Background: an optimization exercise with open tools, aiming at small area. Do not read the settings as production practice.
No run shown here included a check of the RTL's function; only the layout flow was run.

[design/flow/config.mk]
export PLATFORM = sky130hd
export DESIGN_NAME = random_map_writer
export DESIGN_NICKNAME = random_map_writer
export VERILOG_FILES = /design/flow/design.v
export SDC_FILE = /design/flow/constraint.sdc
export NUM_CORES = 4
export LEC_CHECK = 0
export CAP_MARGIN = 0
export CORE_MARGIN = 2
export CORE_UTILIZATION = 40
export GPL_TIMING_DRIVEN = 0
export SLEW_MARGIN = 0
[design/flow/constraint.sdc]
create_clock -name core_clock -period 5.0 [get_ports {clk}]
set_input_delay 1.0000 -clock core_clock [delete_from_list [all_inputs] [get_ports {clk}]]
set_output_delay 1.0000 -clock core_clock [all_outputs]
set_load 0.01 [all_outputs]
[design/flow/design.v]
`timescale 1ns/1ps
module random_map_writer (
    input  logic        clk,
    input  logic        rst,
    input  logic        start,
    input  logic [15:0] seed,
    input  logic [4:0]  density,
    input  logic [4:0]  rd_x,
    input  logic [4:0]  rd_y,
    output logic        rd_occ,
    output logic        busy,
    output logic        done,
    output logic [9:0]  occ_count
);
    logic [9:0]  idx;
    logic [15:0] lfsr;
    logic [4:0]  dcur, dprev;
    logic        start_accept, cell_bit, row_start, seed_zero;
    logic [15:0] cp0;
    logic [15:0] cp1;
    logic [15:0] cp2;
    logic [15:0] pend;   
    assign start_accept = !busy && !done && start;
    assign cell_bit     = dcur[4] || (lfsr[3:0] < dcur[3:0]);
    assign row_start    = (idx[4:0] == 5'd0) && (idx[7:5] == '0);
    assign seed_zero    = (seed == 16'h0000);
    always_ff @(posedge clk) begin
        if (rst) begin
            busy      <= 1'b0;
            done      <= 1'b0;
            idx       <= '0;
            dcur      <= '0;
            dprev     <= '0;
            occ_count <= '0;
        end else if (start_accept) begin
            busy      <= 1'b1;
            idx       <= '0;
            dprev     <= dcur;
            dcur      <= (density > 5'd16) ? 5'd16 : density;
            occ_count <= '0;
        end else if (busy) begin
            idx       <= idx + 1'b1;
            occ_count <= occ_count + 10'(cell_bit);
            if (idx == 10'd767) begin
                busy <= 1'b0;
                done <= 1'b1;
            end
        end else begin
            done <= 1'b0;
        end
    end
    always_ff @(posedge clk) begin
        if (busy)
            lfsr <= {lfsr[14:0], lfsr[15] ^ lfsr[13] ^ lfsr[12] ^ lfsr[10]};
        else
            lfsr <= seed | (seed_zero ? 16'hACE1 : 16'h0000);
    end
    logic [4:0] prow;
    logic [9:0] idxm1;
    assign idxm1 = idx - 1'b1;
    assign prow  = idxm1[9:5] / 5'd8;
    always_ff @(posedge clk) begin
        if (busy && row_start)
            pend <= lfsr;
        if ((busy && row_start) || done) begin
            case (prow)
                0: cp0 <= pend;
                1: cp1 <= pend;
                2: cp2 <= pend;
                default: ;
            endcase
        end
    end
    logic [9:0]  k;
    logic        valid, cur, use_pend;
    logic [4:0]  rrow, ohi;
    logic [15:0] base;
    assign k        = {rd_y, rd_x};
    assign valid    = !(rd_y[4] && rd_y[3]);
    assign cur      = k < idx;
    assign rrow     = rd_y / 5'd8;
    assign ohi      = rd_y % 5'd8;
    assign use_pend = cur && (rrow == prow);
    always_comb begin
        case (rrow)
            0: base = cp0;
            1: base = cp1;
            2: base = cp2;
            default: base = cp2;
        endcase
        if (use_pend) base = pend;
    end
    logic [15:0] v2_j, v2;
    assign v2_j[0] = base[0] ^ base[1] ^ base[2] ^ base[3] ^ base[4] ^ base[5] ^ base[9] ^ base[10] ^ base[11] ^ base[14];
    assign v2_j[1] = base[1] ^ base[2] ^ base[3] ^ base[4] ^ base[5] ^ base[6] ^ base[10] ^ base[11] ^ base[12] ^ base[15];
    assign v2_j[2] = base[0] ^ base[2] ^ base[3] ^ base[4] ^ base[5] ^ base[6] ^ base[7] ^ base[12] ^ base[14];
    assign v2_j[3] = base[1] ^ base[3] ^ base[4] ^ base[5] ^ base[6] ^ base[7] ^ base[8] ^ base[13] ^ base[15];
    assign v2_j[4] = base[0] ^ base[2] ^ base[4] ^ base[5] ^ base[6] ^ base[7] ^ base[8] ^ base[9] ^ base[11] ^ base[13];
    assign v2_j[5] = base[1] ^ base[3] ^ base[5] ^ base[6] ^ base[7] ^ base[8] ^ base[9] ^ base[10] ^ base[12] ^ base[14];
    assign v2_j[6] = base[2] ^ base[4] ^ base[6] ^ base[7] ^ base[8] ^ base[9] ^ base[10] ^ base[11] ^ base[13] ^ base[15];
    assign v2_j[7] = base[0] ^ base[3] ^ base[5] ^ base[7] ^ base[8] ^ base[9] ^ base[10] ^ base[12] ^ base[13];
    assign v2_j[8] = base[1] ^ base[4] ^ base[6] ^ base[8] ^ base[9] ^ base[10] ^ base[11] ^ base[13] ^ base[14];
    assign v2_j[9] = base[2] ^ base[5] ^ base[7] ^ base[9] ^ base[10] ^ base[11] ^ base[12] ^ base[14] ^ base[15];
    assign v2_j[10] = base[0] ^ base[3] ^ base[6] ^ base[8] ^ base[10] ^ base[12] ^ base[14] ^ base[15];
    assign v2_j[11] = base[0] ^ base[1] ^ base[4] ^ base[7] ^ base[9] ^ base[14] ^ base[15];
    assign v2_j[12] = base[0] ^ base[1] ^ base[2] ^ base[5] ^ base[8] ^ base[10] ^ base[11] ^ base[13] ^ base[14] ^ base[15];
    assign v2_j[13] = base[0] ^ base[1] ^ base[2] ^ base[3] ^ base[6] ^ base[9] ^ base[12] ^ base[13] ^ base[15];
    assign v2_j[14] = base[0] ^ base[1] ^ base[2] ^ base[3] ^ base[4] ^ base[7] ^ base[10] ^ base[11];
    assign v2_j[15] = base[1] ^ base[2] ^ base[3] ^ base[4] ^ base[5] ^ base[8] ^ base[11] ^ base[12];
    assign v2 = ohi[2] ? v2_j : base;
    logic [15:0] v1_j, v1;
    assign v1_j[0] = v2[0] ^ v2[1] ^ v2[3] ^ v2[4] ^ v2[5] ^ v2[10] ^ v2[13] ^ v2[15];
    assign v1_j[1] = v2[0] ^ v2[1] ^ v2[2] ^ v2[4] ^ v2[5] ^ v2[6] ^ v2[13];
    assign v1_j[2] = v2[1] ^ v2[2] ^ v2[3] ^ v2[5] ^ v2[6] ^ v2[7] ^ v2[14];
    assign v1_j[3] = v2[2] ^ v2[3] ^ v2[4] ^ v2[6] ^ v2[7] ^ v2[8] ^ v2[15];
    assign v1_j[4] = v2[0] ^ v2[3] ^ v2[4] ^ v2[5] ^ v2[7] ^ v2[8] ^ v2[9] ^ v2[11] ^ v2[13] ^ v2[14];
    assign v1_j[5] = v2[1] ^ v2[4] ^ v2[5] ^ v2[6] ^ v2[8] ^ v2[9] ^ v2[10] ^ v2[12] ^ v2[14] ^ v2[15];
    assign v1_j[6] = v2[0] ^ v2[2] ^ v2[5] ^ v2[6] ^ v2[7] ^ v2[9] ^ v2[10] ^ v2[14] ^ v2[15];
    assign v1_j[7] = v2[0] ^ v2[1] ^ v2[3] ^ v2[6] ^ v2[7] ^ v2[8] ^ v2[10] ^ v2[13] ^ v2[14] ^ v2[15];
    assign v1_j[8] = v2[0] ^ v2[1] ^ v2[2] ^ v2[4] ^ v2[7] ^ v2[8] ^ v2[9] ^ v2[13] ^ v2[15];
    assign v1_j[9] = v2[0] ^ v2[1] ^ v2[2] ^ v2[3] ^ v2[5] ^ v2[8] ^ v2[9] ^ v2[10] ^ v2[11] ^ v2[13];
    assign v1_j[10] = v2[1] ^ v2[2] ^ v2[3] ^ v2[4] ^ v2[6] ^ v2[9] ^ v2[10] ^ v2[11] ^ v2[12] ^ v2[14];
    assign v1_j[11] = v2[2] ^ v2[3] ^ v2[4] ^ v2[5] ^ v2[7] ^ v2[10] ^ v2[11] ^ v2[12] ^ v2[13] ^ v2[15];
    assign v1_j[12] = v2[0] ^ v2[3] ^ v2[4] ^ v2[5] ^ v2[6] ^ v2[8] ^ v2[12];
    assign v1_j[13] = v2[1] ^ v2[4] ^ v2[5] ^ v2[6] ^ v2[7] ^ v2[9] ^ v2[13];
    assign v1_j[14] = v2[2] ^ v2[5] ^ v2[6] ^ v2[7] ^ v2[8] ^ v2[10] ^ v2[14];
    assign v1_j[15] = v2[3] ^ v2[6] ^ v2[7] ^ v2[8] ^ v2[9] ^ v2[11] ^ v2[15];
    assign v1 = ohi[1] ? v1_j : v2;
    logic [15:0] pv;
    logic [4:0]  pohi, px;
    logic        psel, pen;
    always_ff @(posedge clk) begin
        pv   <= v1;
        pohi <= ohi;
        px   <= rd_x;
        psel <= cur && !start_accept;
        pen  <= valid && !rst;
    end
    logic [15:0] w0_j, w0;
    assign w0_j[0] = pv[0] ^ pv[1] ^ pv[3] ^ pv[4] ^ pv[5] ^ pv[6] ^ pv[8] ^ pv[9] ^ pv[12];
    assign w0_j[1] = pv[1] ^ pv[2] ^ pv[4] ^ pv[5] ^ pv[6] ^ pv[7] ^ pv[9] ^ pv[10] ^ pv[13];
    assign w0_j[2] = pv[2] ^ pv[3] ^ pv[5] ^ pv[6] ^ pv[7] ^ pv[8] ^ pv[10] ^ pv[11] ^ pv[14];
    assign w0_j[3] = pv[3] ^ pv[4] ^ pv[6] ^ pv[7] ^ pv[8] ^ pv[9] ^ pv[11] ^ pv[12] ^ pv[15];
    assign w0_j[4] = pv[0] ^ pv[4] ^ pv[5] ^ pv[7] ^ pv[8] ^ pv[9] ^ pv[10] ^ pv[11] ^ pv[12] ^ pv[14];
    assign w0_j[5] = pv[1] ^ pv[5] ^ pv[6] ^ pv[8] ^ pv[9] ^ pv[10] ^ pv[11] ^ pv[12] ^ pv[13] ^ pv[15];
    assign w0_j[6] = pv[0] ^ pv[2] ^ pv[6] ^ pv[7] ^ pv[9] ^ pv[10] ^ pv[12];
    assign w0_j[7] = pv[1] ^ pv[3] ^ pv[7] ^ pv[8] ^ pv[10] ^ pv[11] ^ pv[13];
    assign w0_j[8] = pv[2] ^ pv[4] ^ pv[8] ^ pv[9] ^ pv[11] ^ pv[12] ^ pv[14];
    assign w0_j[9] = pv[3] ^ pv[5] ^ pv[9] ^ pv[10] ^ pv[12] ^ pv[13] ^ pv[15];
    assign w0_j[10] = pv[0] ^ pv[4] ^ pv[6] ^ pv[10];
    assign w0_j[11] = pv[1] ^ pv[5] ^ pv[7] ^ pv[11];
    assign w0_j[12] = pv[2] ^ pv[6] ^ pv[8] ^ pv[12];
    assign w0_j[13] = pv[3] ^ pv[7] ^ pv[9] ^ pv[13];
    assign w0_j[14] = pv[4] ^ pv[8] ^ pv[10] ^ pv[14];
    assign w0_j[15] = pv[5] ^ pv[9] ^ pv[11] ^ pv[15];
    assign w0 = pohi[0] ? w0_j : pv;
    logic [34:0] wv;   
    assign wv[0] = w0[3];
    assign wv[1] = w0[2];
    assign wv[2] = w0[1];
    assign wv[3] = w0[0];
    assign wv[4] = w0[10] ^ w0[12] ^ w0[13] ^ w0[15];
    assign wv[5] = w0[9] ^ w0[11] ^ w0[12] ^ w0[14];
    assign wv[6] = w0[8] ^ w0[10] ^ w0[11] ^ w0[13];
    assign wv[7] = w0[7] ^ w0[9] ^ w0[10] ^ w0[12];
    assign wv[8] = w0[6] ^ w0[8] ^ w0[9] ^ w0[11];
    assign wv[9] = w0[5] ^ w0[7] ^ w0[8] ^ w0[10];
    assign wv[10] = w0[4] ^ w0[6] ^ w0[7] ^ w0[9];
    assign wv[11] = w0[3] ^ w0[5] ^ w0[6] ^ w0[8];
    assign wv[12] = w0[2] ^ w0[4] ^ w0[5] ^ w0[7];
    assign wv[13] = w0[1] ^ w0[3] ^ w0[4] ^ w0[6];
    assign wv[14] = w0[0] ^ w0[2] ^ w0[3] ^ w0[5];
    assign wv[15] = w0[1] ^ w0[2] ^ w0[4] ^ w0[10] ^ w0[12] ^ w0[13] ^ w0[15];
    assign wv[16] = w0[0] ^ w0[1] ^ w0[3] ^ w0[9] ^ w0[11] ^ w0[12] ^ w0[14];
    assign wv[17] = w0[0] ^ w0[2] ^ w0[8] ^ w0[11] ^ w0[12] ^ w0[15];
    assign wv[18] = w0[1] ^ w0[7] ^ w0[11] ^ w0[12] ^ w0[13] ^ w0[14] ^ w0[15];
    assign wv[19] = w0[0] ^ w0[6] ^ w0[10] ^ w0[11] ^ w0[12] ^ w0[13] ^ w0[14];
    assign wv[20] = w0[5] ^ w0[9] ^ w0[11] ^ w0[15];
    assign wv[21] = w0[4] ^ w0[8] ^ w0[10] ^ w0[14];
    assign wv[22] = w0[3] ^ w0[7] ^ w0[9] ^ w0[13];
    assign wv[23] = w0[2] ^ w0[6] ^ w0[8] ^ w0[12];
    assign wv[24] = w0[1] ^ w0[5] ^ w0[7] ^ w0[11];
    assign wv[25] = w0[0] ^ w0[4] ^ w0[6] ^ w0[10];
    assign wv[26] = w0[3] ^ w0[5] ^ w0[9] ^ w0[10] ^ w0[12] ^ w0[13] ^ w0[15];
    assign wv[27] = w0[2] ^ w0[4] ^ w0[8] ^ w0[9] ^ w0[11] ^ w0[12] ^ w0[14];
    assign wv[28] = w0[1] ^ w0[3] ^ w0[7] ^ w0[8] ^ w0[10] ^ w0[11] ^ w0[13];
    assign wv[29] = w0[0] ^ w0[2] ^ w0[6] ^ w0[7] ^ w0[9] ^ w0[10] ^ w0[12];
    assign wv[30] = w0[1] ^ w0[5] ^ w0[6] ^ w0[8] ^ w0[9] ^ w0[10] ^ w0[11] ^ w0[12] ^ w0[13] ^ w0[15];
    assign wv[31] = w0[0] ^ w0[4] ^ w0[5] ^ w0[7] ^ w0[8] ^ w0[9] ^ w0[10] ^ w0[11] ^ w0[12] ^ w0[14];
    assign wv[32] = w0[3] ^ w0[4] ^ w0[6] ^ w0[7] ^ w0[8] ^ w0[9] ^ w0[11] ^ w0[12] ^ w0[15];
    assign wv[33] = w0[2] ^ w0[3] ^ w0[5] ^ w0[6] ^ w0[7] ^ w0[8] ^ w0[10] ^ w0[11] ^ w0[14];
    assign wv[34] = w0[1] ^ w0[2] ^ w0[4] ^ w0[5] ^ w0[6] ^ w0[7] ^ w0[9] ^ w0[10] ^ w0[13];
    logic [34:0] ws;
    assign ws = wv >> px;
    logic [3:0] nib;
    assign nib = {ws[0], ws[1], ws[2], ws[3]};
    logic [4:0] pd;
    assign pd = psel ? dcur : dprev;
    assign rd_occ = pen && (pd[4] || (nib < pd[3:0]));
endmodule
[design/flow/run.sh]
#!/bin/bash
# synth_recipe.tcl (not shown) runs the flow's synth.tcl, then flattens the netlist and writes it again
# the make line also repeats each setting of config.mk as NAME=value (left out here)
make -C /OpenROAD-flow-scripts/flow DESIGN_CONFIG=/design/flow/config.mk WORK_HOME=/design/flow/orfs CLKGATE_MAP_FILE= SYNTH_SCRIPT=/design/flow/synth_recipe.tcl finish
==> results of run 1 <==
-- cells in the mapped netlist (3+ instances only) --
cell type	n	share of area (%)
nand2b_1	7	0.40
xnor2_2	14	2.1
inv_1	25	0.85
xor2_1	88	7.0
edfxtp_1	64	17
mux2i_4	12	2.4
mux2_1	5	0.51
xnor3_1	33	6.7
xnor2_1	204	16
clkbuf_1	37	1.3
o22a_1	7	0.55
mux4_2	12	2.4
o21a_1	3	0.20
and3_1	8	0.45
nand2_1	73	2.5
mux2i_1	30	2.7
dfxtp_1	72	13
buf_6	4	0.41
xor2_2	7	1.0
nor4_1	6	0.34
a21oi_1	42	1.9
mux2i_2	4	0.50
a211oi_1	11	0.75
o21ai_1	3	0.14
buf_2	14	0.63
nand4_1	5	0.28
a21o_1	4	0.27
nand3_1	11	0.50
nor2_1	63	2.1
mux2_2	22	2.2
a31oi_1	7	0.40
ha_1	19	2.1
nor3_1	13	0.59
o21ai_0	14	0.63
nor3b_1	4	0.27
buf_1	3	0.10
xor3_1	15	3.2
o211ai_1	5	0.34
mux2_4	4	0.54
nand3b_1	5	0.34
a21boi_0	3	0.20
-- critical path, delay by kind of cell, from the launching register on --
kind / cells / cell delay (ps)
xor gates and xnor gates: 6 / 1700
DFF: 1 / 340
AOI/OAI and AO/OA: 5 / 840
adders and majority gates: 1 / 250
buffers and inverters: 4 / 390
and+or+nand+nor: 2 / 220
muxes: 4 / 1170
-- area by class of cell --
cell class              count  area (um^2)
clock buffers              18          439
multi-input cells         798         7920
fillers                  2409        13400
well taps                 372          465
plain buffers              59          354
flip-flops and latches    136         3370
clock inverters            14          129
inverters                  27          105
repair buffers            103          908
-- cell families (layout without fill, tap and decap cells) --
kind of cell    after synthesis  after routing  share of synthesized area [%]
buf+inv                      88            221                           3.58
mux                          89             89                           11.4
simple gates                206            206                           8.44
fa+ha+maj                    19             19                           2.15
xor+xnor                    364            364                           36.8
flops                       136            136                           30.4
compound gates              120            120                           7.35
-- sequential cells by signal (all words and copies together), names as in the netlist --
name,cells
cp0,16
pen,1
cp2,16
pv,16
idx,10
dcur,5
lfsr,16
busy,1
psel,1
pend,16
occ_count,10
cp1,16
px,5
dprev,5
done,1
pohi,1
-- timing repair --
action	CTS	global route
pin swaps	36	19
gates resized for setup	73	30
buffers inserted	39	18
hold buffers	0	0
setup endpoints to repair	13	14
-- routing by layer --
layer,GRT usage (%),share of wire (%),wire [um]
met5,0,0,0
met4,5.35,1.3,361
met3,2.72,4.0,1110
met1,27.6,48,13300
met2,31.3,47,13000
-- stage by stage --
| stage | util (%) | instance area [um^2] | hold slack [ps] |
|---|---|---|---|
| final | 50.5 | 13700 | 432 |
| after global routing | 50.5 | 13700 | 450 |
| after CTS | 49.4 | 13400 | 431 |
| after detailed placement | 44.6 | 12100 | 415 |
| after global placement | 44.5 | 12100 | 417 |
| after floorplan | - | 11100 | 403 |
-- worst min path at each step --
stage | from | end | slack, ps | cells after the start
after floorplan | lfsr[11] | pend[11] | 400 | 0
after global routing | lfsr[11] | pend[11] | 450 | 0
after global placement | lfsr[11] | pend[11] | 420 | 0
final | lfsr[11] | pend[11] | 430 | 0
after CTS | lfsr[11] | pend[11] | 430 | 0
after detailed placement | lfsr[11] | pend[11] | 410 | 0
==> flow_summary.json, run 1 <==
{
  "ys_seq_elements": 136,
  "num_vias": 7701,
  "syn_nets": 1075,
  "synth_area_um2": 11100,
  "htree_levels": 4,
  "drv_cap": 0,
  "cts_buffers": 17,
  "fp.coreArea_um2": 27100,
  "port_buffers": 46,
  "finalNetCount": 1195,
  "slowest_delay_ps": 490,
  "avgSynthCellArea_um2": 10.8,
  "synthArstFlopShare_pct": 0,
  "crit_arrival_ps": 5340,
  "endpoint_kind": "primary output",
  "so_faults": "setup timing",
  "rows": 60,
  "max_slew_margin_pct": 17.8,
  "dp_slack_ps": -1770,
  "cts-root-buf": "clkbuf_16",
  "cts_buffer_depth": 2,
  "dp_cells": 1440,
  "ys.flop_type": "dfxtp_1",
  "start_kind": "register",
  "dieArea_um2": 29000,
  "wire_per_inst_um": 18.2,
  "clk-insertion-delay-late_ps": 440,
  "area_growth_syn_to_layout_pct": 23.6,
  "grt_max_degree": 17,
  "cts_tree": "done",
  "grt_use_total_pct": 19.5,
  "die_h_um": 170,
  "drt_pass1_iterations": 5,
  "fin_cells": 1527,
  "ios": 47,
  "initial_utilization_pct": 40.9,
  "r2r_end": "pv[4]",
  "rsz0062_at_grt": "yes",
  "crit_start": "pv[1]",
  "synth_edf_count": 64,
  "critPathKind": "reg -> out",
  "yosysSeqAreaShare_pct": 30.4,
  "drt-total-wl_um": 27800,
  "die_w_um": 170,
  "grt_pass1_wl_um": 43000,
  "status": "complete, but fails checks",
  "clkSinkCount": 136,
  "drc": 0,
  "slew_violations": 0,
  "cpMaxStageDelayCell": "mux4_2",
  "first_iter_violations": 506,
  "drive_gt1_share_pct": 22.5,
  "synth_warnings": 1,
  "min_period_ps": 6340,
  "hpwl_um": 20500,
  "antenna_found_initial": 0,
  "ys_types": 73,
  "finalSetupViolCount": 1,
  "worstPathCellList": "buf_8 > xor3_1 > xnor2_1 > xnor2_1 > nand2_2 > xor2_4 > xnor3_1 > xnor2_2 > inv_1 > mux4_2 > mux2_4 > mux2_2 > mux2i_1 > ha_1 > o21a_1 > o211ai_1 > inv_1 > nand2_1 > a41oi_1 > a31o_1 > a311oi_2 > buf_2",
  "crit_fanout": 3,
  "tightestPinTransition_ps": 1230,
  "fin_ws_ps": -1340,
  "finalHoldViolations": 0,
  "max_freq_ghz": 0.158,
  "tns_ps": -1340,
  "gp_congestion": 0.914,
  "clock_skew_ps": 20.1,
  "r2r_slack_ps": 880,
  "layout_commonest_cell": "xnor2_1",
  "grt_pass1_vias": 7508,
  "clk_pin_slew_ps": 60,
  "ff2ff_path_depth": 14,
  "diodes": 0,
  "syn-instance-count": 1022,
  "worstPathRequired_ps": 4000,
  "timing.rr.start": "idx[8]",
  "crit_end": "rd_occ",
  "finalCritPeriodShare_pct": 127,
  "holdCritPathClass": "reg -> reg",
  "ant_nets": 0,
  "routed_via_density": 5.04,
  "grt-ovfl-total": 0,
  "layout_common_cells": "xnor2_1, xor2_1, nand2_1"
}
==> run 2, diff against run 1 <==
==> design/flow/config.mk (replaced) <==
export PLATFORM = sky130hd
export DESIGN_NAME = random_map_writer
export DESIGN_NICKNAME = random_map_writer
export VERILOG_FILES = /design/flow/design.v
export SDC_FILE = /design/flow/constraint.sdc
export NUM_CORES = 4
export LEC_CHECK = 0
export CAP_MARGIN = 20
export CORE_MARGIN = 2
export CORE_UTILIZATION = 40
export SLEW_MARGIN = 20
==> run 2 against run 1 <==
Against the previous run: the layout still fails its checks (setup timing); die area unchanged; synthesized area unchanged; count of clock-buffer cells in the layout unchanged; core utilization increased by 1.7 points; wire length decreased by 1.0%; fmax increased by 3.7%.
==> flow_summary.json, run 2 <==
{
  "synth_warnings": 1,
  "die_h_um": 170,
  "fin_ws_ps": -1110,
  "fin_area_um2": 14200,
  "fill_cells": 2436,
  "routed_via_density": 4.94,
  "fp.coreArea_um2": 27100,
  "area_growth_syn_to_layout_pct": 27.8,
  "synth_area_um2": 11100,
  "grt-ovfl-total": 0,
  "crit_fanout": 5,
  "drive_gt1_share_pct": 29.7,
  "ys.flop_type": "dfxtp_1",
  "grt_use_total_pct": 20.0,
  "cts-root-buf": "clkbuf_16",
  "cts_buffers": 17,
  "grt_pass1_vias": 8149,
  "antenna_found_initial": 0,
  "max_freq_ghz": 0.164,
  "yosysSeqAreaShare_pct": 30.4,
  "first_iter_violations": 449,
  "endpoint_kind": "primary output",
  "synth_commonest_cells": "xnor2_1, xor2_1, nand2_1",
  "drt_pass1_iterations": 5,
  "grt_pass1_wl_um": 44400,
  "grt_max_degree": 27,
  "yosysMostFrequentCell": "xnor2_1",
  "synth.largest_area_cell": "edfxtp_1",
  "rows": 60,
  "clk_pin_slew_ps": 70,
  "crit_start": "pv[2]",
  "syn-instance-count": 1022,
  "initial_utilization_pct": 40.9,
  "wire_per_inst_um": 17.1,
  "crit_arrival_ps": 5110,
  "rsz0062_at_grt": "yes",
  "worstPathRequired_ps": 4000,
  "holdCritPathClass": "reg -> reg",
  "tightestPinTransition_ps": 916,
  "clock_skew_ps": 13.5,
  "clk-insertion-delay-late_ps": 430,
  "synthArstFlopShare_pct": 0,
  "ant_nets": 0,
  "so_faults": "setup timing",
  "port_buffers": 46,
  "die_w_um": 170,
  "synth_area_leaders": "edfxtp_1, xnor2_1, dfxtp_1",
  "finalNetCount": 1276,
  "dieArea_um2": 29000,
  "slew_violations": 0,
  "multi_input_area_um2": 7600,
  "cts_buffer_depth": 2,
  "dp_slack_ps": -1220,
  "finalHoldViolations": 0,
  "max_slew_margin_pct": 38.8,
  "finalSetupViolCount": 1,
  "ios": 47,
  "min_period_ps": 6110,
  "min-delay-start": "lfsr[8]",
  "clkSinkCount": 136,
  "num_vias": 7948,
  "critPathKind": "reg -> out",
  "tns_ps": -1110,
  "holdWs_ps": 433,
  "finalCritPeriodShare_pct": 122,
  "ys_seq_elements": 136,
  "htree_levels": 4,
  "syn_nets": 1075,
  "status": "complete, but fails checks",
  "diodes": 0,
  "cts_tree": "done",
  "place_area_um2": 13300,
  "timing.rr.start": "idx[8]",
  "ys_types": 73,
  "drv_cap": 0,
  "drc": 0,
  "synth_edf_count": 64,
  "area.sequential_um2": 3380,
  "avgSynthCellArea_um2": 10.8,
  "hpwl_um": 21600,
  "gp_congestion": 0.912,
  "layout_commonest_cell": "buf_4",
  "start_kind": "register",
  "synth_top_area_share_pct": 17.3,
  "layout_common_cells": "buf_4, xnor2_1, xor2_1",
  "drt-total-wl_um": 27500
}
run 2: logic make-up after synthesis:
group | count (synthesis) | share of synthesized area, %
compound gates | 120 | 7.35
xor+xnor | 364 | 36.8
fa+ha+maj | 19 | 2.15
buf+inv | 88 | 3.58
flops | 136 | 30.4
mux | 89 | 11.4
simple gates | 206 | 8.44
run 2: metal layers:
layer | share of wire [%] | wire [um] | GRT usage [%] | vias to the layer above
met3 | 3.7 | 1030 | 2.74 | 31
met1 | 48 | 13300 | 28.0 | 3853
li1 | - | - | - | 3905
met5 | 0 | 0 | 0 | -
met2 | 46 | 12800 | 32.2 | 159
met4 | 1.5 | 419 | 5.76 | 0
run 2: per-stage QoR:
step                utilization [%]  std cells
floorplan                         -       1022
global placement               48.9       1570
detailed placement             48.9       1570
CTS                            52.0       1607
global route                   52.3       1608
finish                         52.3       1608
run 2: layout make-up:
type                       count  area share, %
timing repair buffer         243           14.2
clock inverter                14           1.07
sequential                   136           23.9
clock buffer                  18           3.18
multi-input combinational    798           53.7
tap                          372           3.29
inverter                      27          0.715
run 2: path summary, 6_finish.rpt:
path,end,slack [ps],cells past startpoint
worst max-delay path,rd_occ,-1110,22
worst min-delay path,pend[8],430,0
worst max register to register,pv[9],990,14
worst min register to register,pend[8],430,0
run 2: worst max-delay path, stage by stage, from the launching register on:
cell and delay, ps:
dfxtp_2 330, buf_12 130, xnor3_1 340, nor2_2 160, xnor2_2 170, xnor2_2 170, xnor2_2 160, xnor3_2 410
xnor2_2 220, inv_1 60, mux4_2 470, mux2_2 270, mux2_2 270, mux2i_2 200, ha_1 270, o21a_1 100
o211ai_1 190, inv_1 70, nand2_1 90, a41oi_1 50, a31o_1 250, a311oi_2 170, buf_2 160
run 2: timing repair:
item | in CTS | in global routing
gates resized for setup | 46 | 10
buffers inserted | 5 | 1
endpoints found under the setup margin | 1 | 1
hold buffers | 0 | 0
pin swaps | 19 | 4

==> separate check: timing with driven ports <==
No port has a modelled driver above. Below, the same layouts with a new extraction and two added sets of constraints. Step 1 sets driving cells, clkbuf_16 on the clock port and buf_2 on the other inputs (assumed; they add their load-dependent delay and slew). Step 2 adds t to the input delays and takes it off the output delays; t is the mean of the earliest and latest rising clock arrival at the registers after step 1. Input paths then give back, and output paths get back, about the clock's delay inside the block. a / b / c = no drivers / after step 1 / after step 2; a / b = the first two.
run | t (ns) | setup WS [ns] | worst hold slack (ns) | latest minus earliest clock arrival (ns) | worst slew at a driven data input, ns
run 1 | 0.472 | -1.335 / -1.381 / -0.909 | 0.432 / 0.432 / 0.432 | 0.020 / 0.020 | 0.06
run 2 | 0.470 | -1.112 / -1.160 / -0.691 | 0.433 / 0.433 / 0.433 | 0.015 / 0.015 | 0.06
